What follows belongs to an exercise in optimizing a design on an open flow for small area, a short achievable clock period and few clock cycles per item; a production flow would make more cautious choices.
No activity file was given, so power comes from the tool's default toggle rates.

## yarrow
==> flow/design.v (excerpt) <==
module div_cluster (
  input  logic              clk,
  input  logic              reset,
  input  logic              start,
  input  div_pkg::tag_t     tag,
  input  div_pkg::operand_t dividend,
  input  div_pkg::operand_t divisor,
  input  div_pkg::tag_t     rd_tag,
  output logic              ready,
  output logic              complete,
  output div_pkg::tag_t     complete_tag,
  output logic              rd_valid,
  output div_pkg::operand_t rd_quotient,
  output div_pkg::operand_t rd_remainder
);
Settings: LEC_CHECK=0, ABC_CLOCK_PERIOD_IN_PS=2200, CAP_MARGIN=20, CORE_MARGIN=2, CORE_UTILIZATION=40, SETUP_SLACK_MARGIN=2.8, SLEW_MARGIN=20, TNS_END_PERCENT=10; clock period 5.0 ns.
run.sh (not shown) runs the stock make flow with config.mk's settings and CLKGATE_MAP_FILE= SYNTH_SCRIPT=/design/flow/synth_recipe.tcl, a recipe that flattens the netlist after the stock synthesis.
The following lists how amber was set up differently from yarrow:
-- flow/design.v --
<<< yarrow, line 35
    end
  end
  always_ff @(posedge clk) begin
    if (load) begin
>>> amber, line 35
    end
  end
  logic [15:0] r_nx;
  logic [16:0] q_nx;
  assign r_nx = (q[16] | diff[16]) ? r : diff[15:0];
  assign q_nx = q[16] ? q : {q[15:0], ~diff[16]};
  always_ff @(posedge clk) begin
    if (load) begin
<<< yarrow, line 42
      tag <= ld_tag;
      shift <= ld_shift;
    end else if (!q[16]) begin
      if (!diff[16]) r <= diff[15:0];
      q <= {q[15:0], ~diff[16]};
      d <= d >> 1;
    end
>>> amber, line 46
      tag <= ld_tag;
      shift <= ld_shift;
    end else begin
      r <= r_nx;
      q <= q_nx;
      d <= d >> 1;
    end
<<< yarrow, line 191
    end
  end
  assign f = f_mem[rd_tag];
  assign l = l_mem[rd_tag];
  assign z = z_mem[rd_tag];
  always_comb begin
    for (int j = 0; j < 17; j++) m[j] = (5'(j) <= {1'b0, l});
  end
  always_ff @(posedge clk) begin
    for (int j = 0; j < 16; j++) begin
      rd_quotient[j]  <= m[j] & (z | f[j]);
      rd_remainder[j] <= f[16 - j] & (z | ~m[16 - j]);
    end
  end
>>> amber, line 195
    end
  end
  always_ff @(posedge clk) begin
    f <= f_mem[rd_tag];
    l <= l_mem[rd_tag];
    z <= z_mem[rd_tag];
  end
  always_comb begin
    for (int j = 0; j < 17; j++) m[j] = (5'(j) <= {1'b0, l});
  end
  always_comb begin
    for (int j = 0; j < 16; j++) begin
      rd_quotient[j]  = m[j] & (z | f[j]);
      rd_remainder[j] = f[16 - j] & (z | ~m[16 - j]);
    end
  end
<<< yarrow, line 239
  logic [3:0]        w_len;
  logic              w_div0;
  logic [16:0]       r_field;
  logic [3:0]        r_len;
  logic              r_div0;
  assign accept = start & ready;
  div_dispatch u_dispatch (
>>> amber, line 245
  logic [3:0]        w_len;
  logic              w_div0;
  assign accept = start & ready;
  div_dispatch u_dispatch (
<<< yarrow, line 347
      complete     <= 1'b0;
    end else begin
      ready        <= ~s1v_next | (accept ? (byp_ok_next & eng_ok_next)
                                          : (s1_bypass ? byp_ok_next : eng_ok_next));
      starve       <= starve_next;
      complete     <= we;
>>> amber, line 350
      complete     <= 1'b0;
    end else begin
      ready        <= ~s1v_next | ((accept ? in_bypass : s1_bypass) ? byp_ok_next : eng_ok_next);
      starve       <= starve_next;
      complete     <= we;
<<< yarrow, line 355
  always_ff @(posedge clk) begin
    complete_tag <= w_tag;
    r_field      <= w_field;
    r_len        <= w_len;
    r_div0       <= w_div0;
  end
  result_store u_store (
    .clk          (clk),
    .reset        (reset),
    .we           (complete),
    .wr_tag       (complete_tag),
    .wr_field     (r_field),
    .wr_len       (r_len),
    .wr_div0      (r_div0),
    .rd_tag       (rd_tag),
    .rd_valid     (rd_valid),
>>> amber, line 357
  always_ff @(posedge clk) begin
    complete_tag <= w_tag;
  end
  result_store u_store (
    .clk          (clk),
    .reset        (reset),
    .we           (we),
    .wr_tag       (w_tag),
    .wr_field     (w_field),
    .wr_len       (w_len),
    .wr_div0      (w_div0),
    .rd_tag       (rd_tag),
    .rd_valid     (rd_valid),
==> comparison <==
Re iteration count of the initial detailed-routing pass: amber and yarrow aren't equal, and the lower value belongs to yarrow. Compared with yarrow, amber improves synthesized area. amber: global-route met3 utilization is 0.53 points lower than what yarrow reported. In the metrics for amber and yarrow, the one carrying the lower portion of the clock cycle consumed by the worst path in the final layout is yarrow. Summary: with yarrow as the reference, final design instance area without fill in amber moved down by a few percent. On global-route usage, amber and yarrow are neck and neck. Of amber and yarrow, amber shows the lower overall routed net length, with yarrow above it.
Function was not checked in any run of this note: the RTL went through the layout flow alone.

* * *

Another version of the RTL of div_cluster (not shown whole).
Size: ~2700 cells after synthesis, roughly 82 I/O pins, about 34000 um2 of cells after synthesis.
==> module divider_nr, before the edit <==
module divider_nr (
  input  logic              clk,
  input  logic              reset,
  input  logic              load,
  input  logic              release_i,
  input  div_pkg::tag_t     ld_tag,
  input  div_pkg::operand_t ld_dividend,
  input  div_pkg::operand_t ld_divisor,    
  input  logic [16:0]       ld_q,          
  output logic              busy,
  output logic              done,
  output logic              finishing,
  output div_pkg::tag_t     tag,
  output div_pkg::operand_t quotient,
  output div_pkg::operand_t remainder
);
  logic [15:0] r, d;
  logic [16:0] q;
  logic [16:0] diff;
  assign diff = {1'b0, r} - {1'b0, d};
  always_ff @(posedge clk) begin
    if (reset) begin
      busy <= 1'b0;
    end else if (load) begin
      busy <= 1'b1;
    end else if (release_i) begin
      busy <= 1'b0;
    end
  end
  logic [15:0] r_nx;
  logic [16:0] q_nx;
  assign r_nx = (q[16] | diff[16]) ? r : diff[15:0];
  assign q_nx = q[16] ? q : {q[15:0], ~diff[16]};
  always_ff @(posedge clk) begin
    if (load) begin
      r   <= ld_dividend;
      d   <= ld_divisor;
      q   <= ld_q;
      tag <= ld_tag;
    end else begin
      r <= r_nx;
      q <= q_nx;
      d <= d >> 1;
    end
  end
  assign done      = busy & q[16];
  assign finishing = busy & q[15] & ~q[16];
  assign quotient  = q[15:0];
  assign remainder = r;
endmodule
==> module div_cluster, before the edit <==
module div_cluster (
  input  logic              clk,
  input  logic              reset,
  input  logic              start,
  input  div_pkg::tag_t     tag,
  input  div_pkg::operand_t dividend,
  input  div_pkg::operand_t divisor,
  input  div_pkg::tag_t     rd_tag,
  output logic              ready,
  output logic              complete,
  output div_pkg::tag_t     complete_tag,
  output logic              rd_valid,
  output div_pkg::operand_t rd_quotient,
  output div_pkg::operand_t rd_remainder
);
  localparam int N = 5;
  logic              accept, leave;
  logic              s1_valid, s1_bypass, s1_div0, in_bypass;
  div_pkg::tag_t     s1_tag;
  div_pkg::operand_t s1_dividend, s1_divisor;
  logic [4:0]        s1_nd, s1_nv;
  logic [3:0]        s1_shift, byp_len;
  logic [N-1:0]      busy, done, finishing, eng_grant, avail, load;
  div_pkg::tag_t     e_tag [N];
  div_pkg::operand_t e_quo [N];
  div_pkg::operand_t e_rem [N];
  div_pkg::operand_t ld_divisor;
  logic [16:0]       ld_q;
  logic              byp_grant, eng_job;
  logic              we;
  div_pkg::tag_t     w_tag;
  logic [16:0]       w_field;
  logic [3:0]        w_len;
  div_pkg::operand_t w_quo;
  logic              w_div0;
  assign accept = start & ready;
  div_dispatch u_dispatch (
    .clk         (clk),
    .reset       (reset),
    .accept      (accept),
    .tag         (tag),
    .dividend    (dividend),
    .divisor     (divisor),
    .leave       (leave),
    .s1_valid    (s1_valid),
    .s1_tag      (s1_tag),
    .s1_dividend (s1_dividend),
    .s1_divisor  (s1_divisor),
    .s1_nd       (s1_nd),
    .s1_nv       (s1_nv),
    .s1_bypass   (s1_bypass),
    .s1_div0     (s1_div0),
    .in_bypass   (in_bypass)
  );
  assign s1_shift   = 4'(s1_nd - s1_nv);
  assign byp_len    = s1_div0 ? 4'(s1_nd - 5'd1) : 4'd0;
  assign ld_divisor = s1_divisor << s1_shift;
  assign ld_q       = 17'(1) << (4'd15 - s1_shift);
  for (genvar i = 0; i < N; i++) begin : g_eng
    divider_nr u_div (
      .clk         (clk),
      .reset       (reset),
      .load        (load[i]),
      .release_i   (eng_grant[i]),
      .ld_tag      (s1_tag),
      .ld_dividend (s1_dividend),
      .ld_divisor  (ld_divisor),
      .ld_q        (ld_q),
      .busy        (busy[i]),
      .done        (done[i]),
      .finishing   (finishing[i]),
      .tag         (e_tag[i]),
      .quotient    (e_quo[i]),
      .remainder   (e_rem[i])
    );
  end
  logic [N-1:0] sel, cand_next;
  logic [2:0]   starve;
  logic         eng_first, any_sel;
  result_arbiter #(.N(N)) u_arbiter (
    .clk   (clk),
    .reset (reset),
    .cand  (cand_next),
    .taken (eng_grant),
    .sel   (sel)
  );
  assign any_sel   = |sel;
  assign eng_first = &starve;
  assign byp_grant = s1_valid & s1_bypass & ~(any_sel & eng_first);
  assign eng_grant = sel & {N{~byp_grant}};
  assign eng_job   = s1_valid & ~s1_bypass;
  assign avail     = ~busy | sel;
  always_comb begin
    load = '0;
    for (int i = N - 1; i >= 0; i--) begin
      if (avail[i]) load = N'(1) << i;
    end
    if (!eng_job) load = '0;
  end
  assign leave = byp_grant | (eng_job & |avail);
  function automatic [16:0] rev_rem(input [15:0] v);
    rev_rem = '0;
    for (int i = 0; i < 16; i++) rev_rem[16 - i] = v[i];
  endfunction
  always_comb begin
    w_tag   = '0;
    w_field = '0;
    w_quo   = '0;
    w_len   = '0;
    w_div0  = 1'b0;
    for (int i = 0; i < N; i++) begin
      w_tag   = w_tag | (e_tag[i] & {4{eng_grant[i]}});
      w_quo   = w_quo | (e_quo[i] & {16{eng_grant[i]}});
      w_field = w_field | (rev_rem(e_rem[i]) & {17{eng_grant[i]}});
    end
    w_field = w_field | {1'b0, w_quo};
    for (int j = 1; j < 16; j++) begin
      if (w_quo[j]) w_len = 4'(j);
    end
    if (byp_grant) begin
      w_tag   = s1_tag;
      w_field = rev_rem(s1_dividend);
      w_len   = byp_len;
      w_div0  = s1_div0;
    end
  end
  assign we = any_sel | byp_grant;
  logic [N-1:0] idle_next;
  logic         s1v_next, eng_ok_next, byp_ok_next;
  logic [2:0]   starve_next;
  assign idle_next   = ~load & (~busy | eng_grant);
  assign cand_next   = ~load & busy & ~eng_grant & (done | finishing);
  assign s1v_next    = accept | (s1_valid & ~leave);
  assign eng_ok_next = |idle_next | |cand_next;
  assign byp_ok_next = ~(|cand_next & (&starve_next));
  always_comb begin
    starve_next = starve;
    if (byp_grant && any_sel) starve_next = starve + 1'b1;
    else if (|eng_grant) starve_next = '0;
  end
  always_ff @(posedge clk) begin
    if (reset) begin
      ready        <= 1'b1;
      starve       <= '0;
      complete     <= 1'b0;
    end else begin
      ready        <= ~s1v_next | ((accept ? in_bypass : s1_bypass) ? byp_ok_next : eng_ok_next);
      starve       <= starve_next;
      complete     <= we;
    end
  end
  always_ff @(posedge clk) begin
    complete_tag <= w_tag;
  end
  result_store u_store (
    .clk          (clk),
    .reset        (reset),
    .we           (we),
    .wr_tag       (w_tag),
    .wr_field     (w_field),
    .wr_len       (w_len),
    .wr_div0      (w_div0),
    .rd_tag       (rd_tag),
    .rd_valid     (rd_valid),
    .rd_quotient  (rd_quotient),
    .rd_remainder (rd_remainder)
  );
endmodule
make LEC_CHECK=0 ABC_CLOCK_PERIOD_IN_PS=2200 CAP_MARGIN=20 CORE_MARGIN=2 CORE_UTILIZATION=40 CTS_CLUSTER_DIAMETER=70 CTS_CLUSTER_SIZE=24 SETUP_SLACK_MARGIN=2.8 SLEW_MARGIN=20 TNS_END_PERCENT=10 finish   # period 5.0 ns
Edit:
--- a/flow/design.v
+++ b/flow/design.v
@@ -13,4 +13,6 @@
   input  div_pkg::operand_t ld_divisor,    
   input  logic [16:0]       ld_q,          
+  input  logic [3:0]        ld_shift,
+  output logic [3:0]        shift,
   output logic              busy,
   output logic              done,
@@ -23,5 +25,24 @@
   logic [16:0] q;
   logic [16:0] diff;
-  assign diff = {1'b0, r} - {1'b0, d};
+  logic [15:0] gen, prop, gg, pp, g0, p0;
+  always_comb begin
+    gen  = r & ~d;
+    prop = ~(r ^ d);
+    gg   = gen | prop & 16'h0001;     
+    pp   = prop;
+    for (int lv = 0; lv < 4; lv++) begin
+      g0 = gg;
+      p0 = pp;
+      for (int i = 0; i < 16; i++) begin
+        if (i >= (1 << lv)) begin
+          gg[i] = g0[i] | (p0[i] & g0[i - (1 << lv)]);
+          pp[i] = p0[i] & p0[i - (1 << lv)];
+        end
+      end
+    end
+    diff[0] = ~prop[0];
+    for (int i = 1; i < 16; i++) diff[i] = prop[i] ^ gg[i - 1];
+    diff[16] = ~gg[15];
+  end
   always_ff @(posedge clk) begin
     if (reset) begin
@@ -43,4 +64,5 @@
       q   <= ld_q;
       tag <= ld_tag;
+      shift <= ld_shift;
     end else begin
       r <= r_nx;
@@ -232,4 +254,5 @@
   div_pkg::operand_t e_quo [N];
   div_pkg::operand_t e_rem [N];
+  logic [3:0]        e_shift [N];
   div_pkg::operand_t ld_divisor;
   logic [16:0]       ld_q;
@@ -239,5 +262,4 @@
   logic [16:0]       w_field;
   logic [3:0]        w_len;
-  div_pkg::operand_t w_quo;
   logic              w_div0;
   assign accept = start & ready;
@@ -274,4 +296,6 @@
       .ld_divisor  (ld_divisor),
       .ld_q        (ld_q),
+      .ld_shift    (s1_shift),
+      .shift       (e_shift[i]),
       .busy        (busy[i]),
       .done        (done[i]),
@@ -313,15 +337,10 @@
     w_tag   = '0;
     w_field = '0;
-    w_quo   = '0;
     w_len   = '0;
     w_div0  = 1'b0;
     for (int i = 0; i < N; i++) begin
       w_tag   = w_tag | (e_tag[i] & {4{eng_grant[i]}});
-      w_quo   = w_quo | (e_quo[i] & {16{eng_grant[i]}});
-      w_field = w_field | (rev_rem(e_rem[i]) & {17{eng_grant[i]}});
-    end
-    w_field = w_field | {1'b0, w_quo};
-    for (int j = 1; j < 16; j++) begin
-      if (w_quo[j]) w_len = 4'(j);
+      w_field = w_field | (({1'b0, e_quo[i]} | rev_rem(e_rem[i])) & {17{eng_grant[i]}});
+      w_len   = w_len | (e_shift[i] & {4{eng_grant[i]}});
     end
     if (byp_grant) begin
What happened:
- The new run completed without violations
- area after synthesis increases by 1.6%
- die area increases by 1.6%
- cell area increases by 3.0%
- sequential cell count increases by 20
- routed wire length decreases by 0.99%
- global-route usage decreases by 0.10 points
- total power increases by 5.1%
Function was not checked in any run of this note: the RTL went through the layout flow alone.

afterwards: timing with drivers on the ports:
The flow's constraints put no driver on any port. The routed layouts listed below were extracted and timed again, unchanged, in two steps. Step 1 assumes that a clkbuf_16 drives the clock port and a buf_2 every other input. Step 2 adds t to the input delays and takes it off the output delays; t is the mean of the earliest and latest rising clock arrival at the registers after step 1. Input paths then give back, and output paths get back, about the clock's delay inside the block. Slacks: no drivers / after step 1 / after step 2; pairs: no drivers / after step 1.
| run | t, ns | slack for setup (ns) | clock arrival spread, ns | cell pins on the clock port's net |
|---|---|---|---|---|
| yarrow | 0.710 | 2.215 / 2.192 / 1.580 | 0.062 / 0.062 | 1 |
| amber | 0.696 | 1.954 / 1.903 / 1.282 | 0.028 / 0.028 | 1 |
| the first run of note 2 | 0.665 | 1.942 / 1.942 / 1.740 | 0.040 / 0.040 | 1 |
| the second run of note 2 | 0.693 | 2.135 / 2.135 / 1.650 | 0.040 / 0.040 | 1 |
After both steps setup and hold are still met in every run listed. For amber, which loses most, drivers alone change the setup slack by -0.051 ns; drivers and shift together by -0.672 ns.
